What follows belongs to an exercise in optimizing a design on an open flow for small area, a short achievable clock period and few clock cycles; a production flow would make more cautious choices.
Only simulation tests tie the RTL to the original design; equivalence was not proved.
Power figures rest on the tool's default switching activity, not on a simulated workload.

<file path="design/flow/config.mk">
export PLATFORM = sky130hd
export DESIGN_NAME = receiver_expand
export DESIGN_NICKNAME = receiver_expand
export VERILOG_FILES = /design/flow/design.v
export SDC_FILE = /design/flow/constraint.sdc
export NUM_CORES = 4
export LEC_CHECK = 0
export CAP_MARGIN = 20
export CORE_MARGIN = 2
export CORE_UTILIZATION = 40
export SETUP_SLACK_MARGIN = 3.0
export SLEW_MARGIN = 20
</file>
<file path="design/flow/constraint.sdc">
create_clock -name core_clock -period 6.0 [get_ports {clk}]
set_input_delay 1.2000 -clock core_clock [delete_from_list [all_inputs] [get_ports {clk}]]
set_output_delay 1.2000 -clock core_clock [all_outputs]
set_load 0.01 [all_outputs]
</file>
<file path="design/flow/design.v">
module receiver_expand #(
    parameter int D = 4
) (
    input  logic           clk,
    input  logic           rst,
    input  logic           start,
    input  logic [D-1:0]   alpha,
    input  logic           cw_valid,
    input  logic [127:0]   cw_data,
    output logic           cw_ready,
    output logic           prg_req,
    output logic [127:0]   prg_seed,
    input  logic           prg_ack,
    input  logic [127:0]   prg_left,
    input  logic [127:0]   prg_right,
    output logic           out_valid,
    input  logic           out_ready,
    output logic [D-1:0]   out_index,
    output logic [127:0]   out_data,
    output logic           out_punct,
    output logic           busy,
    output logic           done
);
    localparam int LV = $clog2(D);           
    localparam int CW = $clog2(D + 1);
    localparam logic [LV-1:0] LEAF = LV'(D - 1);
    localparam logic [LV-1:0] LAST = LV'(D - 2);
    logic             act, fin;
    logic [D-1:0]     alpha_q;
    logic [D-1:0]     asr;           
    logic [CW-1:0]    ncw;           
    logic [D:0]       nl;            
    logic             pre;           
    logic             zq;            
    logic             cq;            
    logic [D-1:0]     oidx;          
    logic             ov, opunct;    
    logic [1:0]       dep;           
    logic [LV-1:0]    lx, l1, l2;    
    logic             kx, k1, k2;    
    logic             p_z, p_move, p_bexp, p_exp3, p_c4, p_expi, p_acc;
    logic [1:0]       p_pos;         
    logic [127:0]     X, S1, S2, OUT;
    function automatic logic [8:0] plan(
        input logic act_i, input logic fin_i, input logic zq_i, input logic cq_i,
        input logic nl4_i, input logic pre_i, input logic [CW-1:0] ncw_i,
        input logic ov_i, input logic [1:0] dep_i,
        input logic [LV-1:0] lx_i, input logic [LV-1:0] l1_i, input logic [LV-1:0] l2_i,
        input logic kx_i, input logic k1_i, input logic k2_i);
        logic run, ncw4, ax, a1, a2, topact, s1act, okacc;
        logic z, move, bexp, exp3, c4, expi, acc;
        logic [1:0] pos;
        run    = act_i && !fin_i;
        ncw4   = (ncw_i == CW'(D));
        ax     = (dep_i != 2'd0) && !(kx_i && pre_i);
        a1     = dep_i[1]        && !(k1_i && pre_i);
        a2     = (dep_i == 2'd3) && !(k2_i && pre_i);
        topact = ax && (pre_i || ncw4);
        s1act  = a1 && (pre_i || ncw4);
        okacc  = !pre_i || ((!ax || lx_i[LV-1]) && (!a1 || l1_i[LV-1]) &&
                            (!a2 || l2_i[LV-1]));
        z    = run && zq_i;
        move = run && !zq_i && topact && (lx_i == LEAF) && !nl4_i;
        bexp = move && s1act && (l1_i != LEAF);
        exp3 = run && !zq_i && topact && (lx_i == LAST) && !nl4_i;
        c4   = run && (ncw_i == CW'(D - 1)) && !ov_i && (dep_i == 2'd3) && cq_i;
        expi = run && topact && !lx_i[LV-1] && (dep_i != 2'd3);
        acc  = run && !ncw4 && (dep_i != 2'd3) && okacc;
        pos  = (pre_i && ax) ? (a1 ? 2'd2 : 2'd1) : 2'd0;
        plan = {z, move, bexp, exp3, c4, expi, acc, pos};
    endfunction
    assign prg_req  = p_exp3 | p_expi | p_bexp;
    assign prg_seed = p_bexp ? S1 : X;
    assign cw_ready = p_acc | p_c4;
    logic ofree, f_z, f_move, f_bexp, f_pop, f_exp3, f_c4, f_expi, f_acc, f_ld;
    assign ofree  = !ov || out_ready;
    assign f_z    = p_z && ofree;
    assign f_move = p_move && ofree && (!p_bexp || prg_ack);
    assign f_bexp = f_move && p_bexp;
    assign f_pop  = f_move && !p_bexp;
    assign f_exp3 = p_exp3 && ofree && prg_ack;
    assign f_c4   = p_c4 && cw_valid;
    assign f_expi = p_expi && prg_ack;
    assign f_acc  = p_acc && cw_valid;
    assign f_ld   = f_z | f_move | f_exp3 | f_c4;
    logic [1:0] ip;
    logic i0, i1, i2;
    assign ip = p_pos - {1'b0, f_pop};
    assign i0 = f_acc && (ip == 2'd0);
    assign i1 = f_acc && (ip == 2'd1);
    assign i2 = f_acc && (ip == 2'd2);
    logic xc, xl, xr, xs, xh;
    logic s1c, s1x, s1r, s1s, s1h;
    logic s2c, s2s, s2h;
    logic ol, ox, oc, oh;
    assign xc  = i0;
    assign xl  = f_expi || f_bexp;
    assign xr  = f_exp3;
    assign xs  = f_pop && !i0;
    assign xh  = !(xc || xl || xr || xs);
    assign s1c = i1;
    assign s1x = i0 && !f_pop;
    assign s1r = f_expi || f_bexp;
    assign s1s = f_pop && !i1 && !i0;
    assign s1h = !(s1c || s1x || s1r || s1s);
    assign s2c = i2;
    assign s2s = f_expi || ((i0 || i1) && !f_pop);
    assign s2h = !(s2c || s2s);
    assign ol  = f_exp3;
    assign ox  = f_move;
    assign oc  = f_c4;
    assign oh  = !f_ld;
    always_ff @(posedge clk) begin
        X   <= ({128{xc}} & cw_data) | ({128{xl}} & prg_left) |
               ({128{xr}} & prg_right) | ({128{xs}} & S1) | ({128{xh}} & X);
        S1  <= ({128{s1c}} & cw_data) | ({128{s1x}} & X) |
               ({128{s1r}} & prg_right) | ({128{s1s}} & S2) | ({128{s1h}} & S1);
        S2  <= ({128{s2c}} & cw_data) | ({128{s2s}} & S1) | ({128{s2h}} & S2);
        OUT <= ({128{ol}} & prg_left) | ({128{ox}} & X) |
               ({128{oc}} & cw_data) | ({128{oh}} & OUT);
    end
    logic             act_n, fin_n, pre_n, zq_n, cq_n, ov_n, opunct_n;
    logic [D-1:0]     alpha_n, asr_n, oidx_n;
    logic [CW-1:0]    ncw_n;
    logic [D:0]       nl_n, nl_inc;
    logic [1:0]       dep_n, sdep;
    logic [LV-1:0]    lx_n, l1_n, l2_n, m0, m1, m2, lnew;
    logic             kx_n, k1_n, k2_n, j0, j1, j2;
    assign nl_inc = nl + 1'b1;
    assign lnew   = LV'(ncw);
    always_comb begin
        m0 = lx; m1 = l1; m2 = l2;
        j0 = kx; j1 = k1; j2 = k2;
        sdep = dep;
        if (f_expi) begin
            m0 = lx + 1'b1; j0 = 1'b0;
            m1 = lx + 1'b1; j1 = 1'b0;
            m2 = l1;        j2 = k1;
            sdep = dep + 1'b1;
        end else if (f_exp3) begin
            m0 = LEAF;
        end else if (f_bexp) begin
            m0 = l1 + 1'b1; j0 = 1'b0;
            m1 = l1 + 1'b1; j1 = 1'b0;
        end else if (f_pop) begin
            m0 = l1; j0 = k1;
            m1 = l2; j1 = k2;
            sdep = dep - 1'b1;
        end
        lx_n = m0; l1_n = m1; l2_n = m2;
        kx_n = j0; k1_n = j1; k2_n = j2;
        if (i0) begin
            lx_n = lnew; kx_n = !asr[D-1];
            l1_n = m0;   k1_n = j0;
            l2_n = m1;   k2_n = j1;
        end else if (i1) begin
            l1_n = lnew; k1_n = !asr[D-1];
            l2_n = m1;   k2_n = j1;
        end else if (i2) begin
            l2_n = lnew; k2_n = !asr[D-1];
        end
        dep_n = sdep + {1'b0, f_acc};
        act_n    = act;
        fin_n    = fin;
        alpha_n  = alpha_q;
        asr_n    = asr;
        ncw_n    = ncw;
        nl_n     = nl;
        pre_n    = pre;
        zq_n     = zq;
        cq_n     = cq;
        oidx_n   = oidx;
        ov_n     = ov;
        opunct_n = opunct;
        if (!act) begin
            lx_n = lx; l1_n = l1; l2_n = l2;
            kx_n = kx; k1_n = k1; k2_n = k2;
            dep_n = dep;
            if (start) begin
                act_n   = 1'b1;
                alpha_n = alpha;
                asr_n   = alpha;
                ncw_n   = '0;
                nl_n    = '0;
                pre_n   = 1'b1;
                zq_n    = (alpha == '0);
                cq_n    = (alpha == D'(1));
                dep_n   = '0;
            end
        end else if (fin) begin
            act_n = 1'b0;
            fin_n = 1'b0;
        end else begin
            if (f_ld) begin
                nl_n     = nl_inc;
                zq_n     = (nl_inc == {1'b0, alpha_q});
                cq_n     = (nl_inc == {1'b0, alpha_q ^ D'(1)});
                oidx_n   = nl[D-1:0];
                ov_n     = 1'b1;
                opunct_n = f_z;
            end else if (out_ready) begin
                ov_n = 1'b0;
                if (ov && nl[D]) fin_n = 1'b1;
            end
            if (f_z) pre_n = 1'b0;
            if (f_acc || f_c4) begin
                ncw_n = ncw + 1'b1;
                asr_n = asr << 1;
            end
        end
    end
    logic [8:0] pl_n;
    assign pl_n = plan(act_n, fin_n, zq_n, cq_n, nl_n[D], pre_n, ncw_n, ov_n, dep_n,
                       lx_n, l1_n, l2_n, kx_n, k1_n, k2_n);
    always_ff @(posedge clk or negedge rst) begin
        if (!rst) begin
            act     <= 1'b0;
            fin     <= 1'b0;
            alpha_q <= '0;
            asr     <= '0;
            ncw     <= '0;
            nl      <= '0;
            pre     <= 1'b0;
            zq      <= 1'b0;
            cq      <= 1'b0;
            oidx    <= '0;
            ov      <= 1'b0;
            opunct  <= 1'b0;
            dep     <= '0;
            lx      <= '0;
            l1      <= '0;
            l2      <= '0;
            kx      <= 1'b0;
            k1      <= 1'b0;
            k2      <= 1'b0;
            p_z     <= 1'b0;
            p_move  <= 1'b0;
            p_bexp  <= 1'b0;
            p_exp3  <= 1'b0;
            p_c4    <= 1'b0;
            p_expi  <= 1'b0;
            p_acc   <= 1'b0;
            p_pos   <= '0;
        end else begin
            act     <= act_n;
            fin     <= fin_n;
            alpha_q <= alpha_n;
            asr     <= asr_n;
            ncw     <= ncw_n;
            nl      <= nl_n;
            pre     <= pre_n;
            zq      <= zq_n;
            cq      <= cq_n;
            oidx    <= oidx_n;
            ov      <= ov_n;
            opunct  <= opunct_n;
            dep     <= dep_n;
            lx      <= lx_n;
            l1      <= l1_n;
            l2      <= l2_n;
            kx      <= kx_n;
            k1      <= k1_n;
            k2      <= k2_n;
            p_z     <= pl_n[8];
            p_move  <= pl_n[7];
            p_bexp  <= pl_n[6];
            p_exp3  <= pl_n[5];
            p_c4    <= pl_n[4];
            p_expi  <= pl_n[3];
            p_acc   <= pl_n[2];
            p_pos   <= pl_n[1:0];
        end
    end
    assign out_valid = ov;
    assign out_index = oidx;
    assign out_data  = OUT;
    assign out_punct = opunct;
    assign busy      = act;
    assign done      = fin;
endmodule
</file>
<file path="design/flow/run.sh">
#!/bin/bash
# synth_recipe.tcl (not shown) runs the flow's synth.tcl, then flattens the netlist and writes it again
# the make line also repeats each setting of config.mk as NAME=value (left out here)
make -C /OpenROAD-flow-scripts/flow DESIGN_CONFIG=/design/flow/config.mk WORK_HOME=/design/flow/orfs CLKGATE_MAP_FILE= SYNTH_SCRIPT=/design/flow/synth_recipe.tcl finish
</file>
==> results.txt <==
[flip-flops by register name, indices dropped and copies added, names as in the netlist, 3 cells and up]
signal / flops
OUT: 128
S1: 128
S2: 128
X: 128
nl: 5
alpha_q: 4
asr: 4
oidx: 4
ncw: 3
[power by group through the flow]
| stage | logic (uW) | registers (uW) | clock network, uW |
|---|---|---|---|
| detailed placement | 9100 | 6780 | 0 |
| finish | 10400 | 6810 | 3700 |
| floorplan | 5320 | 6530 | 0 |
| global placement | 8930 | 6710 | 0 |
| CTS | 10000 | 6740 | 3730 |
| global route | 11000 | 6990 | 3880 |
[synth_stat cells (all sizes together) (13+ instances only)]
| cell type | count |
|---|---|
| inv | 13 |
| dfxtp | 512 |
| nand2 | 950 |
| nand3 | 140 |
| o21ai | 20 |
| dfrtp | 47 |
| a22oi | 257 |
| buf | 81 |
| clkbuf | 189 |
| mux2 | 132 |
| a222oi | 384 |
| nor3 | 13 |
| nor2 | 24 |
[what timing repair did]
action / 4_1_cts / 5_1_grt
cloned: 33 / 4
hold endpoints to repair: 0 / 0
pin swaps: 21 / 11
setup buffers: 52 / 10
resized for setup: 734 / 61
endpoints found under the setup margin: 670 / 414
[routing by layer]
layer	vias to the layer above	part of all wire	global-route usage
met5	-	0.00051	0
met3	370	0.12	0.0947
met1	13800	0.36	0.467
li1	12300	-	-
met4	10	0.052	0.196
met2	2326	0.46	0.592
[metrics by stage]
| stage | instances | util | hold slack [ns] |
|---|---|---|---|
| 2_1_floorplan | 2891 | - | 0.423 |
| 3_3_place_gp | 4158 | 0.514 | 0.429 |
| 3_5_place_dp | 4159 | 0.515 | 0.433 |
| 4_1_cts | 4352 | 0.569 | 0.443 |
| 5_1_grt | 4384 | 0.576 | 0.451 |
| 6_report | 4387 | 0.576 | 0.439 |
[cells by family (layout without fill, tap and decap cells)]
logic type,Yosys count,count (layout)
AO/OA/AOI/OAI,721,721
XOR/XNOR,14,14
adder cells (fa/ha/maj),3,3
buffers and inverters,283,899
flip-flops,559,559
multiplexers,137,137
other,0,21
AND/OR/NAND/NOR,1174,1187
[path summary, 6_finish.rpt]
check                           startpoint             to  slack [ns]  depth (start not counted)
max in group asynchronous              rst         p_bexp        4.83                          2
worst min register to register      OUT[7]         OUT[7]        0.44                          2
min in group asynchronous              rst     alpha_q[3]        0.67                          2
worst max register to register         act         p_bexp        2.96                          9
worst min-delay path                OUT[7]         OUT[7]        0.44                          2
worst max-delay path                p_bexp  prg_seed[105]        2.69                          6
[worst min-delay path, cell delays in order (launching register included)]
cell and delay [ns]:
dfxtp_1 0.31, nand2_1 0.05, nand2_1 0.04
[cell type report]
cell class | instances | area [sq um] | share of cell area
timing repair buffer | 778 | 8390 | 0.231
inverter | 13 | 48.8 | 0.00134
tap | 846 | 1060 | 0.0291
antenna | 21 | 52.6 | 0.00145
multi-input combinational | 2062 | 13400 | 0.369
clock inverter | 10 | 57.6 | 0.00158
sequential | 559 | 11400 | 0.315
clock buffer | 98 | 1880 | 0.0517
==> out/summary.txt <==
Maximum single-stage delay on the critical path -> 0.50 ns
Number of enable-type register cells in the synthesized netlist -> 0
Top cell family by delay on the critical path -> buffers and inverters
Overall fraction of global-route tracks in use -> 0.373
Count of vias placed by the detailed router -> 28,800
Final RePlAce weighted congestion -> 0.895
FFs w/ async S/R, synth -> 0.0841
Hold Path Class -> reg -> reg
Transition time of the tightest slew-check pin -> 1.02 ns
Pin count of the biggest net entering global routing -> 129
# hold bufs at CTS -> 0
Placement-stage worst setup slack -> 1.01 ns
Clock latency of the later-clocked register in the worst-skew pair -> 0.64 ns
Maximum level of the CTS H-tree -> 2
Total of fill cells in the finished design -> 5,550
Number of design-rule violations left by the first detailed-router iteration -> 5,367
Most area-hungry cell type in the Yosys netlist -> dfxtp_1
Placed wire-length estimate -> 72.2 mm
Via-per-instance ratio -> 6.56
Initial core utilization -> 0.405
Data required time of the critical path -> 4.80 ns
Proportion of layout cells with a drive suffix above 1 -> 0.155
Final critical path time including I/O delays and setup -> 3.31 ns
Die H -> 257 microns
Complex-gate fraction of the synthesized area -> 0.250
Fraction of power spent switching nets -> 0.426
Syn avg cell area -> 8.83 sq um
Area contributors post-synth -> dfxtp_1 40%, a222oi_1 15%, nand2_1 14%
Leakage -> 0.0154 uW
Fraction of the yosys area taken by sequential cells -> 0.448
Total clock buffers created by CTS -> 61
Instance area at placement -> 32,500 sq um
Number of max-cap violations -> 0
Yosys top cell area share -> 0.401
Crit end category -> primary output
Max FO, Critical Path -> 5
Startpoint Class -> register
Average detailed-routed wire length per instance -> 29.9 microns
Clock-pin slew on the worst setup and hold paths -> 0.06 ns
Worst path slowest cell -> dfrtp_4
Post-synth top flop -> dfxtp_1
P&R area growth vs syn -> 42.3%
Number of instances in the synthesized netlist -> 2,891
Flops & latches, synth -> 559
Worst setup slack after layout -> 2.69 ns
Largest family of logic cells by synthesized area -> compound AO/OA/AOI/OAI gates
Hold Violations, Final -> 0
Pins over their slew limit -> 0
Data arrival, critical path -> 2.11 ns
Clk Tree Root Cell -> clkbuf_16
Number of global-route vias before repair -> 27,400
GR Overflow Total -> 0
Setup violators final -> 0
Clock sink count -> 559
Total Wirelength -> 131 mm
Crit path kind -> reg -> out
Pwr dens -> 576 nW/um^2
Cell-internal power -> 12,000 uW
Worst Skew -> 0.0196 ns
Most common cell after layout, fill and taps aside -> nand2_1
Unrepaired setup endpoints after global routing -> yes
# IOs -> 660
Core Area -> 63,100 sq um
Sum of buffers and inverters on the critical path -> 5
Number of cell rows -> 92
Achievable frequency -> 0.302 GHz
Setup TNS -> 0 ns
Cell Chain, Critical Path -> buf_12 > buf_12 > buf_16 > buf_6 > mux2_4 > buf_6
Width of the die -> 257 microns
Proportion of power drawn by combinational gates -> 0.498
Count of buffers from port buffering -> 659
Portion of netlist area occupied by mux cells -> 0.0602
Sequential share of power -> 0.325
Antenna violations before repair -> 27
Finished Cell Area -> 36,300 sq um
Number of search-and-repair iterations in the first detailed-routing pass -> 13
Maximum ir drop on the vdd rail -> 0.000325 V
Clk pwr share -> 0.177
Maximum buffer depth of the clock tree -> 3
ANT nets after route -> 0
First-pass GRT wire length -> 188 mm
Number of design rule violations left after detail routing -> 0
Adder-cell share of the synthesized area -> 0.00147
Die area -> 65,900 sq um
Netlist area before placement -> 25,500 sq um
Synth Net Count -> 3,288
Design Power -> 20,900 uW
Clock tree from TritonCTS -> yes
Number of different library cells in the post-synthesis netlist -> 80
Total number of yosys warnings -> 1
Fraction of synthesized cell area in xor and xnor cells -> 0.00480
Synthesized-area fraction occupied by and/or/nand/nor cells -> 0.189
Reported net switching power -> 8930 uW
Leading cell types in the layout, fill and taps excluded -> 947 x nand2_1, 525 x clkdlybuf4s50_1, 511 x dfxtp_1
Worst slew slack as a fraction of its limit -> 0.317
Net count reported at finish -> 3,872
Run status -> finished clean
Ratio of final minimum period to clock period -> 0.552
Testbench counts, summed over its fixed seeds: cycles 4,402.

==> separate check: timing with driven ports <==
The results above use ideal ports. As a check the final layout listed here was re-extracted and re-timed, cells and wires unchanged.
Step 1 (the two cells are an assumption about what drives the block):
set clk [get_ports {clk}]
set_driving_cell -lib_cell sky130_fd_sc_hd__clkbuf_16 $clk
set_driving_cell -lib_cell sky130_fd_sc_hd__buf_2 [delete_from_list [all_inputs] $clk]
Step 2, shift: input delay + t, output delay - t, t = (earliest + latest rising clock arrival at the registers) / 2. This alone moves slack from input paths to output paths.
Slacks: no drivers / after step 1 / after step 2; pairs: no drivers / after step 1.
shift t [ns]: 0.693
setup slack, ns: 2.688 / 2.623 / 2.311
pins driven straight from the clock port: 1
After both steps setup and hold are still met in this run. The setup slack of this run moves by -0.065 ns with the drivers and by -0.377 ns with both steps.
